Context: an optimization exercise on an open-source flow, tuned for small area. The choices shown serve that exercise and are no tape-out recipe. The RTL was checked by simulation tests, not by an equivalence proof against the original design. Power figures rest on the tool's default switching activity, not on a simulated workload.

[design/flow/design.v]
package neuron_pkg;
    typedef logic [15:0] potential_t;
    typedef logic [15:0] count_t;
    typedef logic [7:0] reg_addr_t;
    typedef logic [31:0] reg_data_t;
    typedef enum logic [2:0] {
        FIELD_POTENTIAL = 3'd0,   
        FIELD_THRESHOLD = 3'd1,
        FIELD_LEAK      = 3'd2,
        FIELD_STIMULUS  = 3'd3,
        FIELD_COUNT     = 3'd4    
    } field_e;
    localparam reg_addr_t STATUS_ADDR = 8'h80;
    localparam potential_t THRESHOLD_RESET = 16'h0100;
endpackage
package access_pkg;
    typedef enum logic [1:0] {
        OP_NONE  = 2'd0,
        OP_READ  = 2'd1,
        OP_WRITE = 2'd2
    } access_op_e;
    typedef enum logic [1:0] {
        ST_IDLE   = 2'd0,
        ST_ACCESS = 2'd1,   
        ST_DONE   = 2'd2    
    } access_state_e;
    typedef struct packed {
        access_op_e op;
        logic [7:0]  addr;    
        logic [31:0] wdata;   
    } bank_req_t;
    localparam int BANK_REQ_W = 2 + 8 + 32;
endpackage
`timescale 1ns/1ps
module access_fsm
#(
    parameter int NUM_NODES = 4
) (
    input  logic          cpu_clk,
    input  logic          rst_n,
    input  logic [7:0]    node_select,
    input  neuron_pkg::reg_addr_t     addr,
    input  logic          write_en,
    input  logic          read_en,
    input  neuron_pkg::reg_data_t     write_data,
    input  logic [NUM_NODES*32-1:0] bank_rdata,   
    output logic [NUM_NODES*access_pkg::BANK_REQ_W-1:0] bank_req,   
    output neuron_pkg::reg_data_t     read_data,
    output logic          ready
);
    access_pkg::access_state_e state;
    access_pkg::access_op_e    op_q;
    access_pkg::access_op_e    start_op;
    logic [7:0]    node_q;
    neuron_pkg::reg_addr_t     addr_q;
    neuron_pkg::reg_data_t     wdata_q;
    logic          node_valid;
    neuron_pkg::reg_data_t     sel_rdata;
    always_comb begin
        if (write_en) begin
            start_op = access_pkg::OP_WRITE;
        end else if (read_en) begin
            start_op = access_pkg::OP_READ;
        end else begin
            start_op = access_pkg::OP_NONE;
        end
    end
    always_ff @(posedge cpu_clk or negedge rst_n) begin
        if (!rst_n) begin
            state <= access_pkg::ST_IDLE;
            op_q  <= access_pkg::OP_NONE;
        end else begin
            case (state)
                access_pkg::ST_IDLE: begin
                    if (start_op != access_pkg::OP_NONE) begin
                        state <= access_pkg::ST_ACCESS;
                        op_q  <= start_op;
                    end
                end
                access_pkg::ST_ACCESS: begin
                    state <= access_pkg::ST_DONE;
                end
                default: begin   
                    state <= access_pkg::ST_IDLE;
                end
            endcase
        end
    end
    always_ff @(posedge cpu_clk) begin
        if (state == access_pkg::ST_IDLE) begin
            node_q  <= node_select;
            addr_q  <= addr;
            wdata_q <= write_data;
        end
    end
    assign node_valid = (node_q < 8'(NUM_NODES));   
    for (genvar i = 0; i < NUM_NODES; i++) begin : g_req
        access_pkg::bank_req_t req;
        assign req.op    = (state == access_pkg::ST_ACCESS && node_q == 8'(i)) ? op_q : access_pkg::OP_NONE;
        assign req.addr  = addr_q;
        assign req.wdata = wdata_q;
        assign bank_req[i*access_pkg::BANK_REQ_W +: access_pkg::BANK_REQ_W] = req;
    end
    always_comb begin
        sel_rdata = '0;
        for (int i = 0; i < NUM_NODES; i++) begin
            if (node_q == 8'(i)) begin
                sel_rdata = bank_rdata[i*32 +: 32];
            end
        end
    end
    assign ready     = (state == access_pkg::ST_DONE);
    assign read_data = (ready && op_q == access_pkg::OP_READ && node_valid) ? sel_rdata : '0;
endmodule
`timescale 1ns/1ps
module tick_timer #(
    parameter int TICK_PERIOD = 16
) (
    input  logic cpu_clk,
    input  logic rst_n,
    output logic tick
);
    localparam int CNT_W = (TICK_PERIOD > 1) ? $clog2(TICK_PERIOD) : 1;
    logic [CNT_W-1:0] cnt;
    logic             wrap;
    assign wrap = (cnt == CNT_W'(TICK_PERIOD - 1));
    always_ff @(posedge cpu_clk or negedge rst_n) begin
        if (!rst_n) begin
            cnt  <= '0;
            tick <= 1'b0;
        end else begin
            if (wrap) begin
                cnt <= '0;
            end else begin
                cnt <= cnt + 1'b1;
            end
            tick <= wrap;   
        end
    end
endmodule
`timescale 1ns/1ps
module neuron_unit
(
    input  logic       cpu_clk,
    input  logic       rst_n,
    input  logic       tick,
    input  logic       wr_en,
    input  neuron_pkg::field_e     field,
    input  neuron_pkg::potential_t wdata,
    output neuron_pkg::potential_t potential,
    output neuron_pkg::potential_t threshold,
    output neuron_pkg::potential_t leak,
    output neuron_pkg::potential_t stimulus,
    output neuron_pkg::count_t     spike_count,
    output logic       spike
);
    neuron_pkg::potential_t  leaked;
    logic [16:0] sum;
    neuron_pkg::potential_t  integrated;
    logic        fire;
    assign leaked = (potential > leak) ? potential - leak : '0;
    assign sum        = {1'b0, leaked} + {1'b0, stimulus};
    assign integrated = sum[16] ? 16'hFFFF : sum[15:0];
    assign fire       = (integrated >= threshold);
    always_ff @(posedge cpu_clk or negedge rst_n) begin
        if (!rst_n) begin
            potential   <= '0;
            spike_count <= '0;
            spike       <= 1'b0;
        end else begin
            spike <= tick && fire;
            if (tick) begin
                if (fire) begin
                    potential   <= '0;
                    spike_count <= spike_count + 1'b1;
                end else begin
                    potential <= integrated;
                end
            end
        end
    end
    always_ff @(posedge cpu_clk or negedge rst_n) begin
        if (!rst_n) begin
            threshold <= neuron_pkg::THRESHOLD_RESET;
            leak      <= '0;
            stimulus  <= '0;
        end else begin
            if (wr_en && field == neuron_pkg::FIELD_THRESHOLD) begin
                threshold <= wdata;
            end
            if (wr_en && field == neuron_pkg::FIELD_LEAK) begin
                leak <= wdata;
            end
            if (wr_en && field == neuron_pkg::FIELD_STIMULUS) begin
                stimulus <= wdata;
            end else if (tick) begin
                stimulus <= '0;   
            end
        end
    end
endmodule
`timescale 1ns/1ps
module neuron_bank
#(
    parameter int NUM_NEURONS = 4
) (
    input  logic      cpu_clk,
    input  logic      rst_n,
    input  logic      tick,
    input  access_pkg::bank_req_t req,
    output neuron_pkg::reg_data_t rdata,
    output logic      interrupt
);
    logic [4:0]             nrn_idx;
    neuron_pkg::field_e                 field;
    logic                   is_write;
    logic                   status_wr;
    logic [NUM_NEURONS-1:0] wr_en;
    logic [NUM_NEURONS-1:0] spikes;
    logic [NUM_NEURONS-1:0] status;
    logic [NUM_NEURONS-1:0] clr_mask;
    neuron_pkg::potential_t             potential [NUM_NEURONS];
    neuron_pkg::potential_t             threshold [NUM_NEURONS];
    neuron_pkg::potential_t             leak      [NUM_NEURONS];
    neuron_pkg::potential_t             stimulus  [NUM_NEURONS];
    neuron_pkg::count_t                 count     [NUM_NEURONS];
    neuron_pkg::reg_data_t              rd_word;
    assign nrn_idx   = req.addr[7:3];
    assign field     = neuron_pkg::field_e'(req.addr[2:0]);
    assign is_write  = (req.op == access_pkg::OP_WRITE);
    assign status_wr = is_write && (req.addr == neuron_pkg::STATUS_ADDR);
    for (genvar i = 0; i < NUM_NEURONS; i++) begin : g_neuron
        assign wr_en[i] = is_write && (nrn_idx == 5'(i));
        neuron_unit u_neuron (
            .cpu_clk     (cpu_clk),
            .rst_n       (rst_n),
            .tick        (tick),
            .wr_en       (wr_en[i]),
            .field       (field),
            .wdata       (req.wdata[15:0]),
            .potential   (potential[i]),
            .threshold   (threshold[i]),
            .leak        (leak[i]),
            .stimulus    (stimulus[i]),
            .spike_count (count[i]),
            .spike       (spikes[i])
        );
    end
    always_comb begin
        rd_word = '0;
        if (req.addr == neuron_pkg::STATUS_ADDR) begin
            rd_word[NUM_NEURONS-1:0] = status;
        end else begin
            for (int i = 0; i < NUM_NEURONS; i++) begin
                if (nrn_idx == 5'(i)) begin
                    case (field)
                        neuron_pkg::FIELD_POTENTIAL: rd_word[15:0] = potential[i];
                        neuron_pkg::FIELD_THRESHOLD: rd_word[15:0] = threshold[i];
                        neuron_pkg::FIELD_LEAK:      rd_word[15:0] = leak[i];
                        neuron_pkg::FIELD_STIMULUS:  rd_word[15:0] = stimulus[i];
                        neuron_pkg::FIELD_COUNT:     rd_word[15:0] = count[i];
                        default:         rd_word       = '0;
                    endcase
                end
            end
        end
    end
    always_ff @(posedge cpu_clk) begin
        if (req.op == access_pkg::OP_READ) begin
            rdata <= rd_word;   
        end
    end
    assign clr_mask = status_wr ? req.wdata[NUM_NEURONS-1:0] : '0;
    always_ff @(posedge cpu_clk or negedge rst_n) begin
        if (!rst_n) begin
            status <= '0;
        end else begin
            status <= (status & ~clr_mask) | spikes;
        end
    end
    assign interrupt = |status;
endmodule
`timescale 1ns/1ps
module spike_array_top
#(
    parameter int NUM_NODES   = 4,
    parameter int NUM_NEURONS = 4,    
    parameter int TICK_PERIOD = 16
) (
    input  logic                 cpu_clk,
    input  logic                 rst_n,
    input  logic [7:0]           ext_node_select,
    input  logic [7:0]           ext_addr,
    input  logic                 ext_write_en,
    input  logic                 ext_read_en,
    input  logic [31:0]          ext_write_data,
    output logic [31:0]          ext_read_data,
    output logic                 ext_ready,
    output logic [NUM_NODES-1:0] node_interrupts
);
    logic [NUM_NODES*access_pkg::BANK_REQ_W-1:0] bank_req;     
    logic [NUM_NODES*32-1:0]                      bank_rdata;   
    logic      tick;
    access_fsm #(
        .NUM_NODES (NUM_NODES)
    ) u_access (
        .cpu_clk     (cpu_clk),
        .rst_n       (rst_n),
        .node_select (ext_node_select),
        .addr        (ext_addr),
        .write_en    (ext_write_en),
        .read_en     (ext_read_en),
        .write_data  (ext_write_data),
        .bank_rdata  (bank_rdata),
        .bank_req    (bank_req),
        .read_data   (ext_read_data),
        .ready       (ext_ready)
    );
    tick_timer #(
        .TICK_PERIOD (TICK_PERIOD)
    ) u_timer (
        .cpu_clk (cpu_clk),
        .rst_n   (rst_n),
        .tick    (tick)
    );
    for (genvar n = 0; n < NUM_NODES; n++) begin : g_node
        neuron_bank #(
            .NUM_NEURONS (NUM_NEURONS)
        ) u_bank (
            .cpu_clk   (cpu_clk),
            .rst_n     (rst_n),
            .tick      (tick),
            .req       (bank_req[n*access_pkg::BANK_REQ_W +: access_pkg::BANK_REQ_W]),
            .rdata     (bank_rdata[n*32 +: 32]),
            .interrupt (node_interrupts[n])
        );
    end
endmodule
[design/flow/run.sh]
#!/bin/bash
# synth_recipe.tcl (not shown) runs the flow's synth.tcl, then flattens the netlist and writes it again
# the make line also repeats each setting of config.mk as NAME=value (left out here)
make -C /OpenROAD-flow-scripts/flow DESIGN_CONFIG=/design/flow/config.mk WORK_HOME=/design/flow/orfs CLKGATE_MAP_FILE= SYNTH_SCRIPT=/design/flow/synth_recipe.tcl finish
[design/flow/config.mk]
export PLATFORM = sky130hd
export DESIGN_NAME = spike_array_top
export DESIGN_NICKNAME = spike_array_top
export VERILOG_FILES = /design/flow/design.v
export SDC_FILE = /design/flow/constraint.sdc
export NUM_CORES = 4
export LEC_CHECK = 0
export CAP_MARGIN = 20
export CORE_MARGIN = 2
export CORE_UTILIZATION = 40
export SLEW_MARGIN = 20
[design/flow/constraint.sdc]
create_clock -name core_clock -period 12.0 [get_ports {cpu_clk}]
set_input_delay 2.4000 -clock core_clock [delete_from_list [all_inputs] [get_ports {cpu_clk}]]
set_output_delay 2.4000 -clock core_clock [all_outputs]
set_load 0.01 [all_outputs]
==> Implementation_results.wiki <==
{| class="wikitable"
! Metric !! Value
|-
| Cell area reported after detailed placement || 101000 µm²
|-
| Avg WL per Cell || 25.0 µm
|-
| Netlist cell types || 96
|-
| Layout area overhead || 9.85%
|-
| Critical path class || reg -> reg
|-
| Cell mode on critical path || a21o_1
|-
| Worst Path Required || 12.72 ns
|-
| Maximum number of pins on one net before global-route repair || 158
|-
| Number of nets in the layout || 11.9k
|-
| Layout cells sized above 1 || 6.96%
|-
| Congestion Overflow GR || 0
|-
| CP max stage cell || o21a_1
|-
| Flip-flop and latch count after synthesis || 1417
|-
| Global Route Usage Sum || 28.5%
|-
| Clock period minus final worst setup slack || 9.02 ns
|-
| Crit path DAT || 9.74 ns
|-
| Detail Placement HPWL || 249000 µm
|-
| Sum of routed wire length over all layers || 359000 µm
|-
| Number of buffers inserted to repair setup after CTS || 0
|-
| Clock latency on the worst-skew pair || 0.86 ns
|-
| Seq pwr share || 37.9%
|-
| Final setup vio count || 0
|-
| Reported leakage power || 48.4 nW
|-
| Die outline width || 497 µm
|-
| Peak ir drop on the vdd network || 0.000164 V
|-
| Post-synth EDFFs || 96
|-
| Die Footprint || 247000 µm²
|-
| Final worst-path cycle share || 75.2%
|-
| Net switching fraction of the power || 34.9%
|-
| Maximum capacitance violations || 0
|-
| Hold bufs inserted after CTS || 0
|-
| Number of warnings reported in the yosys synthesis log || 9
|-
| Root cell of the clock tree || clkbuf_16
|-
| Critical path's largest stage delay || 0.74 ns
|-
| Area of all placed cells without fillers || 107000 µm²
|-
| Number of top-level pins || 89
|-
| H-tree levels || 4
|-
| Number of max-slew violations in the final report || 0
|-
| Predominant post-synthesis flop cell || dfrtp_1
|-
| Avg Vias per Cell || 5.95
|-
| RSZ-0062 raised after global routing || false
|-
| DRT Pass-1 Iters || 6
|-
| Cells after synthesis || 11.3k
|-
| Number of core rows || 180
|-
| Initial Util || 40.3%
|-
| Number of antenna violations at the first check in global routing || 9
|-
| Post-route ant nets || 0
|-
| Placer's final routability congestion estimate || 0.984
|-
| Worst relative slew slack || 17.2%
|-
| Count of vias placed by the detailed router || 85.5k
|-
| Die extent in y || 497 µm
|-
| Transition time at the pin with the least slew margin || 1.24 ns
|-
| Cell accounting for the most synthesized area || dfrtp_1
|-
| Final worst clock skew || 0.0501 ns
|-
| Power share of the combinational group || 20.6%
|-
| Buffers from clock root to sink, at most || 3
|-
| Maximum fanout count along the critical path || 19
|-
| Starting DRC count in detailed routing || 8724
|-
| Status || timing/DRC/antenna clean
|-
| Number of hold violations in the final report || 0
|-
| CTS tree || built
|-
| Clock network power share || 41.6%
|-
| Share of async-settable or async-resettable flops after synthesis || 93.2%
|-
| Number of gates resized after CTS || 0
|-
| Peak Freq || 0.111 GHz
|-
| Internal power contribution || 0.00849 W
|-
| Switching component of the power || 0.00456 W
|-
| Element type at the critical path start || flip-flop
|-
| I/O Buffers || 56
|-
| Hold Path Class || reg -> reg
|-
| CTS clk-pin slew, worst paths || 0.06 ns
|-
| Global-route wire length before repair || 534000 µm
|-
| Via count of the first global-routing pass || 82.6k
|-
| Number of clock sinks || 1417
|-
| Combined area of all synthesized cells || 97100 µm²
|-
| Average cell area after synthesis || 8.63 µm²
|-
| Critical path buffer and inverter count || 3
|-
| CP endpoint kind || flip-flop
|-
| Placeable Area || 241000 µm²
|-
| Post-Route Setup TNS || 0 ns
|-
| Kind of cell with the highest combined delay on the critical path || compound AO/OA/AOI/OAI gates
|-
| Register area share after synthesis || 37.0%
|-
| Top cells by area, synth || dfrtp_1, ha_1, o21ai_0
|-
| Post-route DRC violation count || 0
|-
| Yosys top cell area share || 33.6%
|-
| CTS buffer count || 168
|-
| Power density over cell area || 122 nW/µm²
|}
## logic make-up after synthesis
logic type                 Yosys count  share of synthesized area (%)
and+or+nand+nor                   3435                           15.8
AOI/OAI and AO/OA                 3225                           21.1
buffers and inverters             1428                           5.81
DFF                               1417                           37.0
adders and majority gates          817                           10.8
xor gates and xnor gates           596                           5.37
muxes                              334                           4.15
other                                1                        0.00386
## cell usage in the layout, fill, tap and decap left out, types with 119 or more instances in the layout
cell type / n
a21o_1: 314
a21oi_1: 567
a22oi_1: 213
and3_1: 119
buf_4: 189
clkbuf_16: 170
dfrtp_1: 1304
ha_1: 785
inv_1: 784
mux2i_1: 231
nand2_1: 1521
nand3_1: 221
nand4_1: 148
nor2_1: 763
nor2b_1: 123
nor3_1: 151
o21ai_0: 1143
o22ai_1: 141
xnor2_1: 362
xor2_1: 234
## worst reg2reg max path: cells and delay by family, from the launching register on
| kind | cells | cell delay, ns |
|---|---|---|
| DFF | 1 | 0.40 |
| muxes | 1 | 0.36 |
| buffers and inverters | 3 | 0.41 |
| AOI/OAI and AO/OA | 17 | 5.40 |
| and+or+nand+nor | 4 | 0.82 |
| adders and majority gates | 5 | 1.54 |
## metal layers
| metal | vias up | wire length (µm) | track usage [%] |
|---|---|---|---|
| met5 | - | 13 | 0 |
| met4 | 2 | 17500 | 12.3 |
| met3 | 683 | 29500 | 5.06 |
| met2 | 3528 | 159000 | 44.5 |
| met1 | 42000 | 153000 | 38.8 |
| li1 | 39300 | - | - |
## power by group through the flow
stage	registers, W	logic, W	clock network [W]
after floorplan	0.00501	0.00118	0
after global placement	0.00502	0.00258	0
after detailed placement	0.00503	0.00259	0
after CTS	0.00494	0.00260	0.00548
after global routing	0.00494	0.00268	0.00568
final	0.00494	0.00268	0.00542
## sequential cells by signal (all words and copies together), names as in the netlist, 16 cells and up
name and flops:
g_node.u_bank.g_neuron.u_neuron.spike_count 256, g_node.u_bank.g_neuron.u_neuron.stimulus 256, g_node.u_bank.g_neuron.u_neuron.spike 16, u_access.wdata_q 16, g_node.u_bank.g_neuron.u_neuron.leak 256, g_node.u_bank.g_neuron.u_neuron.potential 256
g_node.u_bank.status 16, g_node.u_bank.g_neuron.u_neuron.threshold 256, g_node.u_bank.rdata 64
## cells in the mapped netlist (all sizes together) (25+ instances only)
library cell and number:
xnor2 362, a22o 47, a311oi 32, nand3 221, a22oi 213, clkbuf 409, o221ai 54, nor2b 126
xor2 234, mux2 53, inv 786, mux4 50, or2 47, o21a 64, a211oi 57, a31oi 58
and2 43, buf 233, edfxtp 96, and3 120, nand4 148, a31o 39, o21bai 53, a21o 314
nor2 819, o211ai 52, ha 785, o2bb2ai 98, a221oi 65, nor3b 28, mux2i 231, fa 32
or3 32, and4 25, o22ai 141, o21ai 1173, o31ai 36, nand2 1521, nor4 25, nor3 154
nand2b 93, dfrtp 1305, a21oi 574
## through the flow
step	total power, W	std cells	utilization, %	hold slack [ns]	setup WS (ns)
after floorplan	0.00619	11300	-	0.408	5.09
after global placement	0.00761	14100	41.9	0.420	3.08
after detailed placement	0.00762	14100	41.9	0.419	3.00
after CTS	0.0130	14400	44.3	0.432	3.00
after global routing	0.0133	14400	44.3	0.441	2.45
final	0.0130	14400	44.3	0.430	2.98
## layout make-up
cell class	count	area (µm²)
timing repair buffer	254	2180
clock inverter	77	970
clock buffer	237	4750
inverter	786	2960
antenna	4	10.0
tap	3185	3990
sequential	1417	36000
fill	23400	134000
multi-input combinational	8423	55900
## final timing paths
kind,start,end,slack (ns),cells after the start
max reg2reg,flip-flop,flip-flop,2.98,30
max,flip-flop,flip-flop,2.98,30
min reg2reg,g_node[3].u_bank.g_neuron[3].u_neuron.spike,g_node[3].u_bank.status[3],0.43,1
min in group asynchronous,rst_n,asynchronous set/reset pin,1.48,1
min,g_node[3].u_bank.g_neuron[3].u_neuron.spike,g_node[3].u_bank.status[3],0.43,1
max in group asynchronous,rst_n,g_node[0].u_bank.g_neuron[0].u_neuron.leak[9],8.04,3

[afterwards: timing with drivers on the ports]
No port has a modelled driver above. Below, the same layout with a new extraction and two added sets of constraints. Step 1 sets driving cells, clkbuf_16 on the clock port and buf_2 on the other inputs (assumed; they add their load-dependent delay and slew). Step 2 also shifts input and output timing later by t, the mid clock arrival at the registers, as if the neighbouring blocks saw the same clock. Three values: ideal, step 1, step 2; two values: the first two.
t, ns: 0.932
slack for setup (ns): 2.982 / 2.982 / 2.982
hold WS [ns]: 0.430 / 0.430 / 0.430
worst setup path after step 2: register to register
After both steps this run still meets setup and hold. For this run, drivers alone change the setup slack by 0.000 ns; drivers and shift together by 0.000 ns.
